This design comes from an exercise in tuning for small area, a short achievable clock period and few clock cycles per item on the open sky130 flow, not from production work. Function was not checked in any run shown here: the RTL went through the layout flow alone. No activity file was given, so power comes from the tool's default toggle rates.

`flow/run.sh`:
```
#!/bin/bash
# The standard layout, with resizer and synthesis options changed:
# - the port buffers are plain buffers (the default pick is a slow delay buffer);
# - resizing may swap a cell for one of another footprint;
# - adders are left to ABC instead of being mapped to the library's
#   ripple full/half-adder cells, so ABC can restructure them for speed.
set -euo pipefail
bash standard.sh "BUFFER_PORTS_ARGS=-buffer_cell sky130_fd_sc_hd__buf_1" \
    MATCH_CELL_FOOTPRINT=0 ADDER_MAP_FILE= finish > make_finish.log 2>&1
```
`config.mk`:
```
export PLATFORM = sky130hd
export DESIGN_NAME = reorder_buffer_commit_retire_unit
export DESIGN_NICKNAME = reorder_buffer_commit_retire_unit
export VERILOG_FILES = /design/flow/design.v
export SDC_FILE = /design/flow/constraint.sdc
export NUM_CORES = 4
export LEC_CHECK = 0
export CAP_MARGIN = 20
export CORE_MARGIN = 2
export CORE_UTILIZATION = 40
export SETUP_SLACK_MARGIN = 1.6
export SLEW_MARGIN = 20
```
`design.v`:
```
`timescale 1ns / 1ps
`default_nettype none
package rbcr_pkg;
    localparam int MODE_W    = 3;
    localparam int SLOT_W    = 6;
    localparam int TAG_W     = 16;
    localparam int UOP_W     = 4;
    localparam int REQ_W     = 7;
    localparam int CNT_W     = 7;
    localparam int CTR_W     = 32;
    localparam int CFG_IDX_W = 2;
    localparam int CFG_DAT_W = 7;
    localparam logic [MODE_W-1:0] MODE_ALLOC  = 3'd0;
    localparam logic [MODE_W-1:0] MODE_POP    = 3'd1;
    localparam logic [MODE_W-1:0] MODE_COMMIT = 3'd2;
    localparam logic [MODE_W-1:0] MODE_RETIRE = 3'd3;
    localparam logic [MODE_W-1:0] MODE_FLUSH  = 3'd4;
    localparam logic [MODE_W-1:0] MODE_QUERY  = 3'd5;
    localparam logic [1:0] ST_OK       = 2'd0;
    localparam logic [1:0] ST_FULL     = 2'd1;
    localparam logic [1:0] ST_EMPTY    = 2'd2;
    localparam logic [1:0] ST_MISMATCH = 2'd3;
    localparam logic [CFG_IDX_W-1:0] CFG_CAPACITY = 2'd0;
    localparam logic [CFG_IDX_W-1:0] CFG_REMOVE   = 2'd1;
    localparam logic [CFG_IDX_W-1:0] CFG_SIM      = 2'd2;
    typedef struct packed {
        logic [MODE_W-1:0] mode;
        logic [SLOT_W-1:0] slot;
        logic [TAG_W-1:0]  op_tag;
        logic [UOP_W-1:0]  uop_number;
        logic [REQ_W-1:0]  request_count;
    } t_in;
    typedef struct packed {
        logic [1:0]        status;
        logic [SLOT_W-1:0] alloc_slot;
        logic              can_allocate;
        logic [CNT_W-1:0]  flushed_count;
        logic [CNT_W-1:0]  freed_count;
        logic [CTR_W-1:0]  retired_ops_total;
        logic [CTR_W-1:0]  retired_insns_total;
        logic [CNT_W-1:0]  uncommitted_count;
        logic [CNT_W-1:0]  committed_count;
        logic              all_empty;
    } t_out;
    typedef struct packed {
        logic capture;
        logic exec;
        logic drain_step;
    } t_ctrl_cmd;
    typedef struct packed {
        logic drain_req;
        logic drain_more;
    } t_dp_stat;
endpackage
`default_nettype wire
`timescale 1ns / 1ps
`default_nettype none
module rbcr_datapath
(
    input  wire logic                  i_clk,
    input  wire logic                  i_rst_n,
    input  wire logic                  i_start,
    input  wire logic                  i_cfg_we,
    input  wire logic [1:0]            i_cfg_index,
    input  wire logic [6:0]            i_cfg_data,
    input  rbcr_pkg::t_in              i_cmd,
    output logic                       o_busy,
    output logic                       o_done,
    output rbcr_pkg::t_out             o_result
);
    logic [5:0]  r_head, r_commit, r_tail;
    logic [6:0]  r_com, r_unc;
    logic [31:0] r_ops, r_insns;
    logic [63:0] r_marks;
    logic [63:0] r_zero;
    logic [6:0]  r_cap;
    logic        r_roc;
    logic        r_sim;
    logic        r_done;
    logic        r_wait;
    logic [5:0]  r_probe;
    logic [1:0]  r_status, n_status;
    localparam logic [1:0] K_NONE = 2'd0, K_ALLOC = 2'd1, K_FLUSH = 2'd2, K_FREED = 2'd3;
    logic [6:0]  r_val, n_val;
    logic [1:0]  r_kind, n_kind;
    logic        r_can, n_can;
    logic [5:0]  n_head, n_commit, n_tail;
    logic [6:0]  n_com, n_unc;
    logic [6:0]  r_occ, n_occ;
    logic [5:0]  occ_base;
    logic [5:0]  n_probe;
    wire  [2:0]  mode = i_cmd.mode;
    wire  [5:0]  slot = i_cmd.slot;
    logic        scan_step;
    logic [5:0]  run;
    logic [5:0]  probe_inc;
    assign scan_step = (r_com != '0) && (r_probe != r_commit) && r_marks[r_probe];
    assign run       = r_probe - r_head;     
    assign probe_inc = r_probe + 1'b1;
    function automatic logic [5:0] sub6(input logic [5:0] a, input logic [5:0] b);
        logic [5:0] p, g, gg, pp;
        p = a ^ ~b;
        g = a & ~b;
        gg = g;
        pp = p;
        gg[0] = g[0] | p[0];
        for (int d = 1; d < 6; d = d * 2) begin
            for (int i = 5; i >= d; i--) begin
                gg[i] = gg[i] | (pp[i] & gg[i-d]);
                pp[i] = pp[i] & pp[i-d];
            end
        end
        sub6 = p ^ {gg[4:0], 1'b1};
    endfunction
    logic        acc;
    logic        is_alloc, is_pop, is_commit, is_retire, is_flush, is_query;
    logic        full;
    logic        unc_zero;
    logic [5:0]  off;
    logic        flush_hit;
    logic [7:0]  cur;
    logic [7:0]  room;
    logic        fits;
    logic        in_com;
    logic        head_ret;
    logic        drain;
    logic        set_mark;
    logic        alloc_ok;
    logic        uop_zero;
    assign acc       = i_start && !r_wait;
    assign is_alloc  = acc && (mode == rbcr_pkg::MODE_ALLOC);
    assign is_pop    = acc && (mode == rbcr_pkg::MODE_POP);
    assign is_commit = acc && (mode == rbcr_pkg::MODE_COMMIT);
    assign is_retire = acc && (mode == rbcr_pkg::MODE_RETIRE);
    assign is_flush  = acc && (mode == rbcr_pkg::MODE_FLUSH);
    assign is_query  = acc && (mode == rbcr_pkg::MODE_QUERY);
    assign full      = r_occ[6];              
    assign unc_zero  = (r_unc == '0);
    assign off       = sub6(slot, r_commit);
    assign occ_base  = 6'(r_com) - r_commit;   
    assign flush_hit = r_unc[6] ||
                       ((r_commit <= r_tail) ? ((slot >= r_commit) && (slot < r_tail))
                                             : ((slot >= r_commit) || (slot < r_tail)));
    assign cur       = r_roc ? 8'(r_unc) : 8'(r_occ);
    assign room      = {1'b0, r_cap} - cur;      
    assign fits      = !room[7] && (7'(i_cmd.request_count) <= room[6:0]);
    assign in_com    = r_com[6] ||
                       ((r_head <= r_commit) ? ((slot >= r_head) && (slot < r_commit))
                                             : ((slot >= r_head) || (slot < r_commit)));
    assign alloc_ok  = is_alloc && !full;
    assign uop_zero  = (i_cmd.uop_number == '0);
    assign head_ret  = is_retire && r_sim && (slot == r_head) && (r_com != '0);
    assign drain     = (head_ret || r_wait) && !scan_step;
    assign set_mark  = is_retire && r_sim && in_com;
    always_comb begin
        n_head    = r_head;
        n_commit  = r_commit;
        n_tail    = r_tail;
        n_com     = r_com;
        n_unc     = r_unc;
        n_occ     = r_occ;
        n_probe   = (scan_step || drain) ? probe_inc : r_probe;
        n_status  = rbcr_pkg::ST_OK;
        n_val     = {slot == r_tail, sub6(r_tail, slot)};    
        n_kind    = K_NONE;
        n_can     = 1'b0;
        if (is_alloc) begin
            if (full) begin
                n_status = rbcr_pkg::ST_FULL;
            end else begin
                n_val   = 7'(r_tail);
                n_kind  = K_ALLOC;
                n_tail  = r_tail + 1'b1;
                n_unc   = r_unc + 1'b1;
                n_occ   = r_occ + 1'b1;
            end
        end
        if (is_pop) begin
            if (unc_zero) begin
                n_status = rbcr_pkg::ST_EMPTY;
            end else begin
                n_tail = r_tail - 1'b1;
                n_unc  = r_unc - 1'b1;
                n_occ  = r_occ - 1'b1;
            end
        end
        if (is_commit && r_sim) begin
            if (unc_zero) begin
                n_status = rbcr_pkg::ST_EMPTY;
            end else begin
                if (slot != r_commit) n_status = rbcr_pkg::ST_MISMATCH;
                n_commit = r_commit + 1'b1;
                n_unc    = r_unc - 1'b1;
                n_com    = r_com + 1'b1;
            end
        end
        if (drain) begin
            n_head  = r_probe;
            n_com   = {1'b0, sub6(r_commit, r_probe)};
            n_val   = {run == '0, run};
            n_kind  = K_FREED;
            n_occ   = {1'b0, sub6(r_tail, r_probe)};    
        end
        if (is_flush && flush_hit) begin
            n_kind    = K_FLUSH;
            n_occ     = {1'b0, 6'(occ_base + slot)};    
            n_unc     = 7'(off);
            n_tail    = slot;
        end
        if (is_query) begin
            n_can = fits;
        end
    end
    always_ff @(posedge i_clk) begin
        if (!i_rst_n) begin
            r_head   <= '0;
            r_commit <= '0;
            r_tail   <= '0;
            r_com    <= '0;
            r_unc    <= '0;
            r_probe  <= 6'd1;
            r_ops    <= '0;
            r_insns  <= '0;
            r_occ    <= '0;
            r_cap    <= 7'd64;
            r_roc    <= 1'b0;
            r_sim    <= 1'b1;
            r_done   <= 1'b0;
            r_wait   <= 1'b0;
        end else begin
            r_head   <= n_head;
            r_commit <= n_commit;
            r_tail   <= n_tail;
            r_com    <= n_com;
            r_unc    <= n_unc;
            r_occ    <= n_occ;
            r_probe  <= n_probe;
            r_wait   <= (head_ret || r_wait) && scan_step;
            r_done   <= (acc && !head_ret) || drain;
            if (is_retire) r_ops <= r_ops + 1'b1;
            if (is_retire && slot_zero) r_insns <= r_insns + 1'b1;
            if (i_cfg_we) begin
                case (i_cfg_index)
                    rbcr_pkg::CFG_CAPACITY: r_cap <= i_cfg_data;
                    rbcr_pkg::CFG_REMOVE:   r_roc <= i_cfg_data[0];
                    rbcr_pkg::CFG_SIM:      r_sim <= i_cfg_data[0];
                    default: begin
                    end
                endcase
            end
        end
    end
    logic [7:0]  set_row, slot_row, slot_col, we_row, tail_col, zero_row;
    logic [63:0] we, set;
    logic        slot_zero;
    always_comb begin
        for (int j = 0; j < 8; j++) begin
            set_row[j]  = set_mark && (slot[5:3] == 3'(j));
            slot_row[j] = (slot[5:3] == 3'(j));
            slot_col[j] = (slot[2:0] == 3'(j));
            we_row[j]   = alloc_ok && (r_tail[5:3] == 3'(j));
            tail_col[j] = (r_tail[2:0] == 3'(j));
        end
        for (int i = 0; i < 64; i++) begin
            we[i]  = we_row[i / 8] && tail_col[i % 8];
            set[i] = set_row[i / 8] && slot_col[i % 8];
        end
        for (int j = 0; j < 8; j++) zero_row[j] = |(slot_col & r_zero[8*j +: 8]);
        slot_zero = |(slot_row & zero_row);
    end
    always_ff @(posedge i_clk) begin
        r_status  <= n_status;
        r_val     <= n_val;
        r_kind    <= n_kind;
        r_can     <= n_can;
        for (int i = 0; i < 64; i++) begin
            r_marks[i] <= set[i] || (r_marks[i] && !we[i]);
            if (we[i]) r_zero[i] <= uop_zero;
        end
    end
    assign o_busy = r_wait;
    assign o_done = r_done;
    assign o_result.status              = r_status;
    assign o_result.alloc_slot          = (r_kind == K_ALLOC) ? r_val[5:0] : '0;
    assign o_result.can_allocate        = r_can;
    assign o_result.flushed_count       = (r_kind == K_FLUSH) ? r_val : '0;
    assign o_result.freed_count         = (r_kind == K_FREED) ? r_val : '0;
    assign o_result.retired_ops_total   = r_ops;
    assign o_result.retired_insns_total = r_insns;
    assign o_result.uncommitted_count   = r_unc;
    assign o_result.committed_count     = r_com;
    assign o_result.all_empty           = (r_occ == '0);
endmodule
`default_nettype wire
`timescale 1ns / 1ps
`default_nettype none
module reorder_buffer_commit_retire_unit
#(
    parameter int RING_DEPTH = 64
) (
    input  wire logic                  i_clk,
    input  wire logic                  i_rst_n,
    input  wire logic                  start,
    output logic                       busy,
    input  wire logic [35:0]           i_cmd,
    output logic                       o_done,
    output logic [101:0]               o_result,
    input  wire logic                  i_cfg_we,
    input  wire logic [1:0]            i_cfg_index,
    input  wire logic [6:0]            i_cfg_data
);
    rbcr_pkg::t_in       cmd;
    rbcr_pkg::t_out      result;
    assign cmd      = i_cmd;
    assign o_result = result;
    rbcr_datapath u_datapath (
        .i_clk       (i_clk),
        .i_rst_n     (i_rst_n),
        .i_start     (start),
        .i_cfg_we    (i_cfg_we),
        .i_cfg_index (i_cfg_index),
        .i_cfg_data  (i_cfg_data),
        .i_cmd       (cmd),
        .o_busy      (busy),
        .o_done      (o_done),
        .o_result    (result)
    );
endmodule
`default_nettype wire
```
`constraint.sdc`:
```
create_clock -name core_clock -period 5.0 [get_ports {i_clk}]
set_input_delay 1.0000 -clock core_clock [delete_from_list [all_inputs] [get_ports {i_clk}]]
set_output_delay 1.0000 -clock core_clock [all_outputs]
set_load 0.01 [all_outputs]
```
`standard.sh`:
```
#!/bin/bash
# synth_recipe.tcl (not shown) runs the flow's synth.tcl, then flattens the netlist and writes it again
# the make line also repeats each setting of config.mk as NAME=value (left out here)
make -C /OpenROAD-flow-scripts/flow DESIGN_CONFIG=/design/flow/config.mk WORK_HOME=/design/flow/orfs CLKGATE_MAP_FILE= SYNTH_SCRIPT=/design/flow/synth_recipe.tcl "${@:-finish}"
```
==> results of run 1 <==
==> critical path: stages <==
cell,delay (ns)
clkbuf_4,0.29
buf_4,0.25
mux4_2,0.32
mux4_2,0.50
mux2i_2,0.28
nor2_1,0.19
o311ai_4,0.33
buf_12,0.18
nor4b_4,0.06
buf_4,0.15
xnor2_1,0.14
nor2_1,0.06
==> cell type report <==
cell class | instances | area, µm² | area share, %
Inverter | 33 | 132.6 | 0.8218
Clock buffer | 46 | 925.9 | 5.737
Clock inverter | 10 | 110.1 | 0.6822
Tap cell | 455 | 569.3 | 3.527
Multi-Input combinational cell | 1140 | 7667 | 47.51
Timing Repair Buffer | 179 | 883.3 | 5.473
Sequential cell | 260 | 5851 | 36.25
==> timing repair <==
action                                  CTS  global route
resized for setup                        12            16
buffers inserted                          3             7
endpoints found under the setup margin  105           115
hold buffers                              0             0
pin swaps                                 1             3
==> power by group <==
part | total [mW] | switching [mW] | internal, mW
sequential | 2.21 | 0.0386 | 2.17
combinational | 0.454 | 0.276 | 0.178
clock | 2.27 | 0.899 | 1.37
==> routing by layer <==
metal / GRT usage [%] / routed length, µm / vias up
met5: 0.2747 / 0 / -
met3: 3.286 / 2540 / 71
li1: - / - / 5630
met2: 34.41 / 18000 / 399
met1: 27.64 / 17220 / 5731
met4: 6.982 / 1183 / 0
==> worst paths after layout <==
kind / endpoint / slack [ns] / cells past startpoint / startpoint
max: u_datapath.r_insns[23] / 1.66 / 12 / i_cmd[29]
min: u_datapath.r_marks[0] / 0.47 / 2 / u_datapath.r_marks[0]
max reg2reg: u_datapath.r_val[5] / 1.72 / 9 / u_datapath.r_tail[1]
min reg2reg: u_datapath.r_marks[0] / 0.47 / 2 / u_datapath.r_marks[0]
==> through the flow <==
stage	instances	setup slack, ns
after global placement	2057	0.6977
after floorplan	1543	1.601
after global routing	2123	1.601
after CTS	2116	1.615
after detailed placement	2057	0.6908
final	2123	1.658
==> flip-flops by register name (all words and copies together) (netlist names), 2 cells and up <==
register	cells
u_datapath.r_cap	7
u_datapath.r_occ	7
u_datapath.r_marks	64
u_datapath.r_insns	32
u_datapath.r_kind	2
u_datapath.r_probe	6
u_datapath.r_commit	6
u_datapath.r_com	7
u_datapath.r_head	6
u_datapath.r_val	7
u_datapath.r_zero	64
u_datapath.r_unc	7
u_datapath.r_tail	6
u_datapath.r_status	2
u_datapath.r_ops	32
==> layout by cell type (no fill, tap or decap), drive strengths merged, types with 40 or more instances in the layout <==
cell type,instances
nor2,213
edfxtp,64
xor2,65
dfxtp,196
xnor2,112
nand3,53
a21oi,40
nand2,97
buf,177
o21ai,164
clkbuf,48
mux2i,44
==> cell families (layout without fill, tap and decap cells) <==
kind of cell | Yosys count | in the layout | share of synthesized area [%]
AO/OA/AOI/OAI | 296 | 296 | 12.92
XOR/XNOR | 178 | 178 | 11.20
multiplexers | 82 | 82 | 8.747
adder cells (fa/ha/maj) | 24 | 24 | 1.719
buffers and inverters | 143 | 268 | 4.257
flip-flops | 260 | 260 | 41.61
AND/OR/NAND/NOR | 560 | 560 | 19.55
==> results.ini, run 1 <==
[clocking]
clock_latency_ns=0.57
cts_buffers=30
cts_tree=yes
h-tree-depth=1
cts.sinks=260
root_buffer=clkbuf_16
clkTransAtPathRegs_ns=0.06
cts_buffer_depth=3

[global_routing]
grt_pass1_wl_um=60200
antenna_found_initial=0
grt_pass1_vias=11090
overflow=0
grt_max_degree=65
grt.total_usage_pct=20.81

[sta]
hold-worst-slack_ns=0.4737
slew_viol_final=0
relSlewSlack_pct=33.98
finalClockSkew_ns=0.01128
fmax_mhz=299.3
fin_setup_tns_ns=0
min_period_ns=3.342
finalSetupViolCount=0
rsz0062_at_grt=false
hold_viol=0
tightest_slew_ns=0.9876
period_share_pct=66.83

[power_and_ir_drop]
pwr_density_cell_mw_per_mm2=306.0
peakVddDrop_v=0.0003454
power_mw=4.938
p_leak_nw=5.527

[synthesis]
ys_types=79
syn_inst=1543
ys_ff_latch=260
synth_top_flop_cell=dfxtp_1
avgSynthCellArea_um2=9.104
synth.most_common_cell=nor2_1
synth_edf_count=64
synth_common_cells=nor2_1 (212), dfxtp_1 (196), o21ai_0 (163)
synth_area_mm2=0.01405
async_reset_ff_share_pct=0
yosysTopAreaCell=dfxtp_1
ys_seq_area_share_pct=41.61
yosys_warnings=1
syn-num-nets=1592
yosysTopAreaCellShare_pct=27.93
synth_area_leaders=dfxtp_1 (28%), edfxtp_1 (14%), xnor2_1 (7.0%)

[outcome]
status=timing/DRC/antenna clean

[route]
wl_per_cell_um=18.34
antenna_left=0
drtPass1Iterations=5
first_iter_violations=947
wl_um=38940
num_vias=11831
viasPerCell=5.573
drc_errors=0

[final_layout]
n_antenna_cell=0
area_delta_synth_final_pct=14.89
fin_util_pct=46.72
fillers=3395
nets=1693
drive_above_1_share_pct=10.37
final_area_mm2=0.01614

[critical_path]
worstPathArrival_ns=3.77
worst-setup-path-type=in2reg
required_ns=5.43
start_kind=input pin
endpoint_kind=flip-flop
path_max_fanout=16

[worst_hold_path]
hold_class=reg2reg

[place]
numPortBuffers=136
place_hpwl_um=26510
gp_congestion=0.8524
placed_area_mm2=0.01492

[run]
max-cap-violations=0

[floorplanning]
fp-row-count=68
fp.dieW_um=191.4
start_util_pct=40.67
core_area_mm2=0.03454
ios=153
die_height_um=191.4
die_area_mm2=0.03663

==> inputs of run 2 (changes only) <==
--- a/config.mk
+++ b/config.mk
@@ -8,5 +8,5 @@
 export CAP_MARGIN = 20
 export CORE_MARGIN = 2
 export CORE_UTILIZATION = 40
-export SETUP_SLACK_MARGIN = 1.6
+export SETUP_SLACK_MARGIN = 1.8
 export SLEW_MARGIN = 20
==> run 2 against run 1 <==
Still clean. Via count hardly changed. Combinational power up 2%. Routed wire length increased by 3.1%. Hold slack better by 0.0023 ns. Highest routed layer unchanged. Global-route usage up 0.58 points. Flip-flop and latch count did not move.
==> results.ini, run 2 <==
[sta]
slew_viol_final=0  ; unchanged
finalSetupViolCount=0  ; unchanged
relSlewSlack_pct=36.56  ; +2.6 points
fin_setup_tns_ns=0  ; unchanged
fmax_mhz=320.9  ; +7.2%
period_share_pct=62.32  ; -4.5 points
tightest_slew_ns=0.9490  ; -0.03857 ns
min_period_ns=3.116  ; -0.2257 ns
rsz0062_at_grt=true
finalClockSkew_ns=0.01809  ; +0.006802 ns
hold-worst-slack_ns=0.4760  ; +0.002253 ns
worst_slack_ns=1.884  ; +0.2257 ns
hold_viol=0  ; unchanged

[final_layout]
final_cell_mix=nor2_1 (209), dfxtp_1 (185), o21ai_0 (162)
fillers=3351  ; -1.3%
multi_input_area_mm2=0.007760  ; +1.2%
nets=1695  ; +0.12%
regArea_mm2=0.005864  ; +0.24%
area_delta_synth_final_pct=15.86
final_common_cell=nor2_1
n_antenna_cell=0  ; unchanged
reg.largest.list=u_datapath.r_marks: 64 flops, u_datapath.r_zero: 64 flops
drive_above_1_share_pct=12.35  ; +2.0 points

[clocking]
cts_tree=yes
cts_buffers=29  ; -3.3%
cts_buffer_depth=3  ; unchanged
cts.sinks=260  ; unchanged
root_buffer=clkbuf_16
clock_latency_ns=0.57  ; about the same
h-tree-depth=1  ; unchanged
clkTransAtPathRegs_ns=0.06  ; about the same
cts_hold_buf=0  ; unchanged

[critical_path]
path_delay_family=adder cells
path_buf_inv=3  ; -1
r2r_setup_slack_ns=1.92  ; +0.20 ns
endpoint_kind=flip-flop
crit_slowest_cell=mux2_2
timing.critical_path.mode_cell=maj3_2
path_max_fanout=26  ; +10
cpPeakStageDelay_ns=0.35  ; -0.15 ns
worst-setup-path-type=in2reg
start_kind=input pin
required_ns=5.50  ; +0.07 ns
path_cells=clkbuf_2 -> buf_6 -> maj3_2 -> maj3_2 -> maj3_1 -> a21oi_1 -> maj3_2 -> o2111a_1 -> buf_12 -> mux2_2 -> nor2_1
worstPathArrival_ns=3.62  ; -0.15 ns

[synthesis]
syn-num-nets=1592  ; unchanged
synth_top_flop_cell=dfxtp_1
ys_seq_area_share_pct=41.61  ; unchanged
syn_inst=1543  ; unchanged
yosysTopAreaCell=dfxtp_1
async_reset_ff_share_pct=0  ; unchanged
avgSynthCellArea_um2=9.104  ; unchanged
ys_ff_latch=260  ; unchanged
synth_common_cells=nor2_1 (212), dfxtp_1 (196), o21ai_0 (163)
ys_types=79  ; unchanged
synth_area_mm2=0.01405  ; unchanged
yosysTopAreaCellShare_pct=27.93  ; unchanged
synth_area_leaders=dfxtp_1 (28%), edfxtp_1 (14%), xnor2_1 (7.0%)
synth.most_common_cell=nor2_1
synth_edf_count=64  ; unchanged
yosys_warnings=1  ; unchanged

[route]
wl_per_cell_um=18.90  ; +3.1%
wl_um=40130  ; +3.1%
viasPerCell=5.572  ; about the same
num_vias=11829  ; -0.017%
drtPass1Iterations=5  ; unchanged
drc_errors=0  ; unchanged
antenna_left=0  ; unchanged
first_iter_violations=810  ; -14%

[place]
place_hpwl_um=27490  ; +3.7%
gp_congestion=0.8467  ; -0.67%
numPortBuffers=136  ; unchanged
place_ws_ns=0.4875  ; -0.2033 ns

[floorplanning]
core_area_mm2=0.03454  ; unchanged
fp-row-count=68  ; unchanged
fp.dieW_um=191.4  ; unchanged
ios=153  ; unchanged
die_area_mm2=0.03663  ; unchanged
die_height_um=191.4  ; unchanged
start_util_pct=40.67  ; unchanged

[worst_hold_path]
hold_class=reg2reg

[outcome]
status=timing/DRC/antenna clean

[global_routing]
grt_pass1_wl_um=61790  ; +2.6%
antenna_found_initial=0  ; unchanged
grt_pass1_vias=10982  ; -0.97%
grt.total_usage_pct=21.39  ; +0.58 points
grt_max_degree=65  ; unchanged
overflow=0  ; unchanged

[power_and_ir_drop]
power_mw=4.847  ; -1.8%
peakVddDrop_v=0.0002424  ; -30%
pwr_density_cell_mw_per_mm2=297.8  ; -2.7%
p_leak_nw=5.561  ; +0.62%

[run]
max-cap-violations=0  ; unchanged

## run 2: where the power goes
group          internal, mW  total, mW  switching (mW)
Sequential             2.17       2.22          0.0475
Combinational         0.186      0.464           0.279
Clock                  1.28       2.16           0.886
Total                  3.63       4.85            1.21
## run 2: cells by family (layout without fill, tap and decap cells)
logic type                 Yosys count  in the layout  share of synthesized area, %
xor gates and xnor gates           178            178                         11.20
muxes                               82             82                         8.747
AOI/OAI and AO/OA                  296            296                         12.92
buffers and inverters              143            268                         4.257
DFF                                260            260                         41.61
and+or+nand+nor                    560            560                         19.55
adders and majority gates           24             24                         1.719
## run 2: final timing paths
kind,from,to,depth (start not counted)
max,i_cmd[30],u_datapath.r_unc[0],11
max reg2reg,u_datapath.r_tail[3],u_datapath.r_unc[0],10
min reg2reg,u_datapath.r_marks[3],u_datapath.r_marks[3],2
min,u_datapath.r_marks[3],u_datapath.r_marks[3],2
## run 2: layer usage
layer / track usage [%] / vias to the layer above / share of wire, %
li1: - / 5631 / -
met1: 28.25 / 5725 / 44
met2: 35.81 / 414 / 47
met3: 3.433 / 59 / 6.7
met4: 6.657 / 0 / 2.6
met5: 0 / - / 0
## run 2: area by class of cell
| type | instances | share of cell area (%) |
|---|---|---|
| Multi-Input combinational cell | 1140 | 47.68 |
| Inverter | 33 | 0.8379 |
| Sequential cell | 260 | 36.03 |
| Clock inverter | 11 | 0.6765 |
| Clock buffer | 42 | 5.212 |
| Tap cell | 455 | 3.498 |
| Timing Repair Buffer | 182 | 6.066 |
## run 2: stage by stage
stage / std cells / util, % / instance area (µm²)
final: 2123 / 47.12 / 16280
after global routing: 2123 / 47.12 / 16280
after CTS: 2110 / 46.47 / 16050
after detailed placement: 2052 / 43.31 / 14960
after global placement: 2052 / 43.31 / 14960
after floorplan: 1543 / - / 14170
## run 2: what timing repair did
action                                  in CTS  in global routing
gates cloned                                 0                  1
setup buffers                                5                 12
endpoints found under the setup margin     146                101
gates resized for setup                     27                 33
endpoints found under the hold margin        0                  0
pin swaps                                    2                  6
## run 2: tightest hold or removal path, stage by stage (launching register included)
cell,delay (ns)
dfxtp_1,0.32
o21ai_0,0.07
o21ai_0,0.06
==> inputs of run 3 (changes only) <==
--- a/design.v
+++ b/design.v
@@ -80,10 +80,10 @@
     logic        r_wait;
     logic [5:0]  r_probe;
     logic [1:0]  r_status, n_status;
-    localparam logic [1:0] K_NONE = 2'd0, K_ALLOC = 2'd1, K_FLUSH = 2'd2, K_FREED = 2'd3;
-    logic [6:0]  r_val, n_val;
-    logic [1:0]  r_kind, n_kind;
+    logic [5:0]  r_alloc, n_alloc;
     logic        r_can, n_can;
+    logic [6:0]  r_flushed, n_flushed;
+    logic [6:0]  r_freed, n_freed;
     logic [5:0]  n_head, n_commit, n_tail;
     logic [6:0]  n_com, n_unc;
     logic [6:0]  r_occ, n_occ;
@@ -94,9 +94,33 @@
     logic        scan_step;
     logic [5:0]  run;
     logic [5:0]  probe_inc;
-    assign scan_step = (r_com != '0) && (r_probe != r_commit) && r_marks[r_probe];
+    logic [7:0]  probe_row, probe_col, mark_row;
+    logic        probe_mark;
+    always_comb begin
+        for (int j = 0; j < 8; j++) begin
+            probe_row[j] = (r_probe[5:3] == 3'(j));
+            probe_col[j] = (r_probe[2:0] == 3'(j));
+        end
+        for (int j = 0; j < 8; j++) mark_row[j] = |(probe_col & r_marks[8*j +: 8]);
+        probe_mark = |(probe_row & mark_row);
+    end
+    assign scan_step = (r_com != '0) && (r_probe != r_commit) && probe_mark;
     assign run       = r_probe - r_head;     
     assign probe_inc = r_probe + 1'b1;
+    function automatic logic ge6(input logic [5:0] a, input logic [5:0] b);
+        logic [5:0] p, gg, pp;
+        p = a ^ ~b;
+        gg = a & ~b;
+        pp = p;
+        gg[0] = gg[0] | p[0];
+        for (int d = 1; d < 6; d = d * 2) begin
+            for (int i = 5; i >= d; i--) begin
+                gg[i] = gg[i] | (pp[i] & gg[i-d]);
+                pp[i] = pp[i] & pp[i-d];
+            end
+        end
+        ge6 = gg[5];
+    endfunction
     function automatic logic [5:0] sub6(input logic [5:0] a, input logic [5:0] b);
         logic [5:0] p, g, gg, pp;
         p = a ^ ~b;
@@ -139,14 +163,14 @@
     assign off       = sub6(slot, r_commit);
     assign occ_base  = 6'(r_com) - r_commit;   
     assign flush_hit = r_unc[6] ||
-                       ((r_commit <= r_tail) ? ((slot >= r_commit) && (slot < r_tail))
-                                             : ((slot >= r_commit) || (slot < r_tail)));
+                       ((r_commit <= r_tail) ? (ge6(slot, r_commit) && !ge6(slot, r_tail))
+                                             : (ge6(slot, r_commit) || !ge6(slot, r_tail)));
     assign cur       = r_roc ? 8'(r_unc) : 8'(r_occ);
     assign room      = {1'b0, r_cap} - cur;      
     assign fits      = !room[7] && (7'(i_cmd.request_count) <= room[6:0]);
     assign in_com    = r_com[6] ||
-                       ((r_head <= r_commit) ? ((slot >= r_head) && (slot < r_commit))
-                                             : ((slot >= r_head) || (slot < r_commit)));
+                       ((r_head <= r_commit) ? (ge6(slot, r_head) && !ge6(slot, r_commit))
+                                             : (ge6(slot, r_head) || !ge6(slot, r_commit)));
     assign alloc_ok  = is_alloc && !full;
     assign uop_zero  = (i_cmd.uop_number == '0);
     assign head_ret  = is_retire && r_sim && (slot == r_head) && (r_com != '0);
@@ -161,15 +185,15 @@
         n_occ     = r_occ;
         n_probe   = (scan_step || drain) ? probe_inc : r_probe;
         n_status  = rbcr_pkg::ST_OK;
-        n_val     = {slot == r_tail, sub6(r_tail, slot)};    
-        n_kind    = K_NONE;
+        n_alloc   = '0;
         n_can     = 1'b0;
+        n_flushed = '0;
+        n_freed   = '0;
         if (is_alloc) begin
             if (full) begin
                 n_status = rbcr_pkg::ST_FULL;
             end else begin
-                n_val   = 7'(r_tail);
-                n_kind  = K_ALLOC;
+                n_alloc = r_tail;
                 n_tail  = r_tail + 1'b1;
                 n_unc   = r_unc + 1'b1;
                 n_occ   = r_occ + 1'b1;
@@ -197,12 +221,11 @@
         if (drain) begin
             n_head  = r_probe;
             n_com   = {1'b0, sub6(r_commit, r_probe)};
-            n_val   = {run == '0, run};
-            n_kind  = K_FREED;
+            n_freed = {run == '0, run};
             n_occ   = {1'b0, sub6(r_tail, r_probe)};    
         end
         if (is_flush && flush_hit) begin
-            n_kind    = K_FLUSH;
+            n_flushed = {slot == r_tail, sub6(r_tail, slot)};
             n_occ     = {1'b0, 6'(occ_base + slot)};    
             n_unc     = 7'(off);
             n_tail    = slot;
@@ -270,9 +293,10 @@
     end
     always_ff @(posedge i_clk) begin
         r_status  <= n_status;
-        r_val     <= n_val;
-        r_kind    <= n_kind;
+        r_alloc   <= n_alloc;
         r_can     <= n_can;
+        r_flushed <= n_flushed;
+        r_freed   <= n_freed;
         for (int i = 0; i < 64; i++) begin
             r_marks[i] <= set[i] || (r_marks[i] && !we[i]);
             if (we[i]) r_zero[i] <= uop_zero;
@@ -281,10 +305,10 @@
     assign o_busy = r_wait;
     assign o_done = r_done;
     assign o_result.status              = r_status;
-    assign o_result.alloc_slot          = (r_kind == K_ALLOC) ? r_val[5:0] : '0;
+    assign o_result.alloc_slot          = r_alloc;
     assign o_result.can_allocate        = r_can;
-    assign o_result.flushed_count       = (r_kind == K_FLUSH) ? r_val : '0;
-    assign o_result.freed_count         = (r_kind == K_FREED) ? r_val : '0;
+    assign o_result.flushed_count       = r_flushed;
+    assign o_result.freed_count         = r_freed;
     assign o_result.retired_ops_total   = r_ops;
     assign o_result.retired_insns_total = r_insns;
     assign o_result.uncommitted_count   = r_unc;
--- a/config.mk
+++ b/config.mk
@@ -7,6 +7,8 @@
 export LEC_CHECK = 0
 export CAP_MARGIN = 20
 export CORE_MARGIN = 2
-export CORE_UTILIZATION = 40
+export CORE_UTILIZATION = 50
+export CTS_CLUSTER_DIAMETER = 150
+export CTS_CLUSTER_SIZE = 25
 export SETUP_SLACK_MARGIN = 1.8
 export SLEW_MARGIN = 20
==> run 3 against run 2 <==
Via count up 0.81%. Clock power decreased by 39%. Die area is 19% lower. Worst setup slack got worse by 0.091 ns. Still clean. Critical path depth is 1 higher. Routed wire length fell by 0.86%. Maximum frequency is 2.8% lower. Sequential share of layout area grew 0.91 points. Combinational power is 23% lower. Flip-flop and latch count grew 11.
==> results.ini, run 3 <==
[clocking]
cts_hold_buf=0  ; unchanged
clkTransAtPathRegs_ns=0.11  ; +0.05 ns
clock_latency_ns=0.50  ; -0.07 ns
cts_buffer_depth=3  ; unchanged
cts.sinks=271  ; +4.2%
root_buffer=clkbuf_16
h-tree-depth=1  ; unchanged
cts_buffers=14  ; -52%
cts_tree=yes

[critical_path]
timing.critical_path.mode_cell=maj3_2
cpPeakStageDelay_ns=0.42  ; +0.07 ns
crit_cells=12  ; +1
r2r_cells=12  ; +2
path_cells=buf_6 -> nor2b_4 -> maj3_2 -> maj3_2 -> maj3_2 -> maj3_2 -> maj3_2 -> maj3_4 -> o211ai_4 -> buf_12 -> clkbuf_16 -> o31ai_2
path_buf_inv=3  ; unchanged
worstPathArrival_ns=3.57  ; -0.05 ns
path_max_fanout=8  ; -69%
worst-setup-path-type=reg2reg
required_ns=5.36  ; -0.14 ns
crit_slowest_cell=maj3_4
path_delay_family=adder cells
endpoint_kind=flip-flop
start_kind=flip-flop

[final_layout]
final_common_cell=nor2_1
area_delta_synth_final_pct=16.54
fillers=2527  ; -25%
n_antenna_cell=0  ; unchanged
nets=1724  ; +1.7%
layout.cells.non_filler=2057  ; -3.1%
reg.largest.list=u_datapath.r_marks: 64 flops, u_datapath.r_zero: 64 flops
drive_above_1_share_pct=13.88  ; +1.5 points
final_cell_mix=nor2_1 (217), dfxtp_1 (197), o21ai_0 (143)

[power_and_ir_drop]
swShare_pct=24.33  ; -0.69 points
p_leak_nw=5.505  ; -1.0%
switchingPower_uw=958.1  ; -21%
comb_power_share_pct=9.0  ; -0.6 points
seqPwrFrac_pct=57.4  ; +12 points
peakVddDrop_v=0.0002622  ; +8.1%
power_frac_clock_pct=33.5  ; -11 points
p_int_mw=2.980  ; -18%
pwr_density_cell_mw_per_mm2=239.0  ; -20%

[synthesis]
synth_area_mm2=0.01414  ; +0.67%
syn-num-nets=1615  ; +1.4%
synthSimpleGateAreaFrac_pct=18.18  ; -1.4 points
synth_top_flop_cell=dfxtp_1
synth.area.mux_share_pct=7.300  ; -1.4 points
yosysTopAreaCellShare_pct=29.30  ; +1.4 points
synth_common_cells=nor2_1 (219), dfxtp_1 (207), o21ai_0 (146)
synth.most_common_cell=nor2_1
yosysTopAreaCell=dfxtp_1
yosys_warnings=1  ; unchanged
synth_fa_ha_area_share_pct=2.035  ; +0.32 points
async_reset_ff_share_pct=0  ; unchanged
ys_ff_latch=271  ; +4.2%
synth_area_leaders=dfxtp_1 (29%), edfxtp_1 (14%), xnor2_1 (6.3%)
synth_edf_count=64  ; unchanged
synthXorXnorAreaFrac_pct=9.414  ; -1.8 points
synth_top_family_by_area=simple AND/OR/NAND/NOR gates
ys_seq_area_share_pct=42.90  ; +1.3 points
avgSynthCellArea_um2=9.030  ; -0.81%
ys_types=76  ; -3.8%
synth-compound-area-share_pct=15.38  ; +2.5 points
syn_inst=1566  ; +1.5%

[sta]
finalSetupViolCount=0  ; unchanged
period_share_pct=64.13  ; +1.8 points
slew_viol_final=0  ; unchanged
worst_slack_ns=1.793  ; -0.09088 ns
finalClockSkew_ns=0.01946  ; +0.001369 ns
min_period_ns=3.207  ; +0.09088 ns
tightest_slew_ns=1.080  ; +0.1308 ns
fmax_mhz=311.8  ; -2.8%
rsz0062_at_grt=true
hold_viol=0  ; unchanged
hold-worst-slack_ns=0.4836  ; +0.007593 ns
relSlewSlack_pct=27.79  ; -8.8 points
fin_setup_tns_ns=0  ; unchanged

[worst_hold_path]
hold_class=reg2reg
whs_path_depth=2  ; unchanged

[route]
wl_um=39790  ; -0.86%
viasPerCell=5.797  ; +4.0%
drc_errors=0  ; unchanged
wl_per_cell_um=19.34  ; +2.3%
antenna_left=0  ; unchanged
num_vias=11925  ; +0.81%
drtPass1Iterations=5  ; unchanged
first_iter_violations=914  ; +13%

[place]
place_hpwl_um=26420  ; -3.9%
numPortBuffers=136  ; unchanged
dp_cells=2005  ; -2.3%
place_ws_ns=0.9130  ; +0.4255 ns
gp_congestion=0.8385  ; -0.97%

[floorplanning]
ios=153  ; unchanged
die_height_um=172.2  ; -10%
start_util_pct=50.90  ; +10 points
fp.dieW_um=172.2  ; -10%
die_area_mm2=0.02964  ; -19%
fp-row-count=61  ; -10%
core_area_mm2=0.02778  ; -20%

[global_routing]
grt_pass1_wl_um=60210  ; -2.6%
grt_max_degree=65  ; unchanged
grt.total_usage_pct=25.87  ; +4.5 points
antenna_found_initial=1  ; +1
grt_pass1_vias=10899  ; -0.76%
overflow=0  ; unchanged

[run]
max-cap-violations=0  ; unchanged

[outcome]
status=timing/DRC/antenna clean

[run 3: cell count changes in the layout (fill, tap and decap cells not counted), moves of 9 or more]
| cell | delta |
|---|---|
| clkbuf_16 | -11 |
| nor2b_1 | -15 |
| o31ai_4 | +19 |
| o31ai_1 | +10 |
| mux4_2 | -9 |
| o21ai_0 | -19 |
| nor3_1 | +11 |
| and2_1 | -18 |
| dfxtp_1 | +12 |
| buf_4 | +12 |
| inv_1 | +14 |
| xor2_1 | -14 |
| xnor2_1 | -11 |
[run 3: path summary, 6_finish.rpt]
check                                              end              startpoint  slack [ns]
worst max-delay path            u_datapath.r_marks[29]  u_datapath.r_commit[0]        1.79
worst min-delay path            u_datapath.r_insns[31]  u_datapath.r_insns[31]        0.48
worst min register to register  u_datapath.r_insns[31]  u_datapath.r_insns[31]        0.48
worst max register to register  u_datapath.r_marks[29]  u_datapath.r_commit[0]        1.79
[run 3: power groups by stage]
stage                     combinational (mW)  clock (mW)  sequential [mW]
after floorplan                        0.229           0             2.30
after global placement                 0.306           0             2.31
after detailed placement               0.309           0             2.31
after CTS                              0.319        1.35             2.26
after global routing                   0.384        1.43             2.27
final                                  0.355        1.32             2.26
[run 3: worst register-to-register path, delay by kind of cell, from the launching register on]
kind / cells / cell delay, ns
adder cells (fa/ha/maj): 6 / 1.93
AO/OA/AOI/OAI: 2 / 0.29
flip-flops: 1 / 0.34
buffers and inverters: 3 / 0.46
AND/OR/NAND/NOR: 1 / 0.04
[run 3: layer usage]
layer / global-route usage, % / wire length (µm)
met1: 35.65 / 17990
met5: 0 / 0
met2: 42.66 / 18570
met4: 8.586 / 1083
met3: 2.747 / 2146
[run 3: metrics by stage]
stage / area (µm²) / power, mW / utilization [%]
final: 16480 / 3.938 / 59.32
after global routing: 16480 / 4.077 / 59.32
after CTS: 15650 / 3.929 / 56.31
after detailed placement: 15000 / 2.623 / 53.98
after global placement: 15000 / 2.619 / 53.98
after floorplan: 14290 / 2.532 / -
[run 3: layout make-up]
class	count	area, µm²	area share [%]
inverters	48	188.9	1.146
clock inverters	1	30.03	0.1822
clock buffers	19	390.4	2.369
flip-flops and latches	271	6088	36.94
multi-input cells	1139	8085	49.06
well taps	378	473.0	2.870
repair buffers	201	1224	7.425
[run 3: what timing repair did]
item	4_1_cts	5_1_grt
setup buffers	9	17
gates cloned	2	4
gates resized for setup	35	110
setup endpoints to repair	115	89
pin swaps	7	41
[run 3: kinds of logic (layout without fill, tap and decap cells)]
group / count (synthesis) / count (layout)
simple gates: 544 / 544
mux: 74 / 74
xor+xnor: 152 / 152
flops: 271 / 271
fa+ha+maj: 28 / 28
compound gates: 341 / 341
buf+inv: 156 / 269

[afterwards: timing with drivers on the ports]
No port has a modelled driver above. Below, the same layouts with a new extraction and two added sets of constraints. Step 1 (the two cells are an assumption about what drives the block):
set clk [get_ports {i_clk}]
set_driving_cell -lib_cell sky130_fd_sc_hd__clkbuf_16 $clk
set_driving_cell -lib_cell sky130_fd_sc_hd__buf_2 [delete_from_list [all_inputs] $clk]
Step 2 adds t to the input delays and takes it off the output delays; t is the mean of the earliest and latest rising clock arrival at the registers after step 1. Input paths then give back, and output paths get back, about the clock's delay inside the block. Three values: ideal ports, drivers, drivers and shift; two values: the first two.
run	t, ns	setup slack, ns	worst hold slack (ns)	clock arrival spread, ns	worst data-port slew with drivers (ns)
run 1	0.612	1.658 / 1.679 / 1.067	0.474 / 0.474 / 0.474	0.011 / 0.012	0.05
run 2	0.613	1.884 / 1.858 / 1.275	0.476 / 0.476 / 0.476	0.020 / 0.020	0.06
run 3	0.538	1.793 / 1.793 / 1.279	0.484 / 0.484 / 0.484	0.019 / 0.019	0.05
After both steps setup and hold are still met in every run listed. For run 2, which loses most, drivers alone change the setup slack by -0.026 ns; drivers and shift together by -0.609 ns.
